What follows belongs to an exercise in optimizing a design on an open flow for small area; a production flow would make more cautious choices.
In this exercise RTL edits were held to simulation tests only and were not proved equivalent to the original.
The clock port is modelled as an ideal driver; clocking choices that lean on that would not hold on a real chip.
Power is estimated from default activity; no workload was simulated.

== job 101 ==
// decode_stage
module decode_stage (
    input  logic                   clk_i,
    input  logic                   rst_i,
    input  logic                   enable_i,
    input  logic                   stall_i,
    input  logic [32-1:0]       instr_i,
    input  logic [32-1:0]       pc_i,
    input  logic                   wb_en_i,
    input  logic [5-1:0] wb_addr_i,
    input  logic [32-1:0]       wb_data_i,
    output logic                   valid_o,
    output logic                   illegal_o,
    output logic [2:0]             unit_o,
    output logic [5:0]             op_o,
    output logic [32-1:0]       imm_o,
    output logic [5-1:0]    shamt_o,
    output logic [32-1:0]       rs1_data_o,
    output logic [32-1:0]       rs2_data_o,
    output logic [5-1:0] rd_o,
    output logic [32-1:0]       pc_o
);
For scale: ~4,100 cells after synthesis, roughly 48,000 um^2 of cells after synthesis.
export LEC_CHECK = 0
export CAP_MARGIN = 10
export CORE_MARGIN = 2
export CORE_UTILIZATION = 50
export SLEW_MARGIN = 10
export SYNTH_HIERARCHICAL = 1
export SYNTH_MINIMUM_KEEP_SIZE = 0
create_clock -name core_clock -period 5.0 [get_ports {clk_i}]
standard.sh (not shown) runs the stock make flow with config.mk's settings and CLKGATE_MAP_FILE= SYNTH_SCRIPT=/design/flow/synth_recipe.tcl, a recipe that flattens the netlist after the stock synthesis.
==> flow/flow/run.sh <==
#!/bin/bash
set -euo pipefail
export BUFFER_PORTS_ARGS="-buffer_cell sky130_fd_sc_hd__buf_1"
export CTS_ARGS="-sink_clustering_enable -repair_clock_nets -sink_clustering_size 30 -sink_clustering_max_diameter 100 -buf_list {sky130_fd_sc_hd__clkbuf_8} -dont_use_dummy_load"
bash standard.sh cts > standard_cts.log 2>&1
CLKFIX_RESULTS=orfs/results/sky130hd/decode_stage/base CLKFIX_TARGET=0.118 \
    openroad -no_init -exit flow/clkfix.tcl > clkfix.log 2>&1
bash standard.sh > standard_finish.log 2>&1
==> flow/flow/clkfix.tcl <==
# Upsize clock buffers whose loads see a slew above the target, then
# legalize. Reads and rewrites the CTS result in place.
set R $::env(CLKFIX_RESULTS)
set P $::env(FLOW_HOME)/platforms/sky130hd
read_db $R/4_cts.odb
read_liberty $P/lib/sky130_fd_sc_hd__tt_025C_1v80.lib
read_sdc $R/4_cts.sdc
source $P/setRC.tcl
set target $::env(CLKFIX_TARGET)
set sizes {sky130_fd_sc_hd__clkbuf_1 sky130_fd_sc_hd__clkbuf_2 sky130_fd_sc_hd__clkbuf_4 sky130_fd_sc_hd__clkbuf_8 sky130_fd_sc_hd__clkbuf_16}
for {set it 0} {$it < 6} {incr it} {
  estimate_parasitics -placement
  set changed 0
  set worst_all 0
  foreach inst [get_cells clkbuf_*] {
    set m [get_property $inst ref_name]
    set idx [lsearch $sizes $m]
    if {$idx < 0} continue
    set worst 0
    foreach out [get_pins -of_objects $inst -filter "direction == output"] {
      foreach p [get_pins -of_objects [get_nets -of_objects $out] -filter "direction == input"] {
        set s [get_property $p slew_max]
        if {$s > $worst} { set worst $s }
      }
    }
    if {$worst > $worst_all} { set worst_all $worst }
    if {$worst > $target && $idx < 4} {
      replace_cell $inst [lindex $sizes [expr {$idx + 1}]]
      incr changed
    }
  }
  puts "clkfix iteration $it: worst load slew $worst_all, upsized $changed"
  if {$changed == 0} break
}
detailed_placement
check_placement
estimate_parasitics -placement
report_clock_skew
write_db $R/4_cts.odb
Job 101 | status: complete | timing, DRC, antenna: pass
[inputs] job 102 vs job 101
- CTS_CLUSTER_DIAMETER newly set to 60
- CTS_BUF_LIST newly set to sky130_fd_sc_hd__clkbuf_4 sky130_fd_sc_hd__clkbuf_8
- CTS_CLUSTER_SIZE newly set to 20
==> flow/flow/run.sh <==
#!/bin/bash
# The standard layout, with two changes: the port buffers are the
# smallest buffer (buf_1) and CTS inserts no dummy loads.
set -euo pipefail
export BUFFER_PORTS_ARGS="-buffer_cell sky130_fd_sc_hd__buf_1"
export CTS_ARGS="-sink_clustering_enable -repair_clock_nets -sink_clustering_size 20 -sink_clustering_max_diameter 60 -buf_list {sky130_fd_sc_hd__clkbuf_4 sky130_fd_sc_hd__clkbuf_8} -dont_use_dummy_load"
bash standard.sh > standard.log 2>&1
removed: flow/flow/clkfix.tcl
--- outcome ---
Going from job 101 to job 102, part of the total power dissipated in the clock network grows by 0.9 points. [compare] base=job 101 new=job 102: clock power now sits higher, final worst-path cycle share rose by 2.1 points, H-tree depth saw an increase. Summary of the comparison: worst hold slack is lower in job 102, relative to job 101. Looking at first-pass GRT wire length across job 102 and job 101, the one that comes out lower is job 101. When job 102 is measured against job 101, its post-route total power turns out 1.2% higher.

-- afterwards: timing with drivers on the ports --
How much do the figures lean on ideal ports? The routed layouts below were timed once more, with nothing changed but the port constraints.
Step 1, drivers: a clkbuf_16 drives clk_i and a buf_2 each remaining input, both assumed.
Step 2 moves the port delays by t, midway between the first and last clock arrival at a register: inputs arrive t later, outputs are due t later. That takes back most of the time a late clock gives input paths.
Slacks: ideal ports / drivers / drivers and shift; pairs: ideal ports / drivers.
run | t, ns | setup WS [ns] | latest minus earliest clock arrival (ns) | worst slew at a driven data input, ns | pins driven straight from the clock port
job 101 | 0.722 | 1.032 / 0.953 / 0.641 | 0.069 / 0.069 | 0.16 | 1
job 102 | 0.845 | 0.926 / 0.854 / 0.662 | 0.131 / 0.131 | 0.17 | 1
After both steps setup and hold are still met in every run listed. For job 101, which loses most, drivers alone change the setup slack by -0.079 ns; drivers and shift together by -0.391 ns.
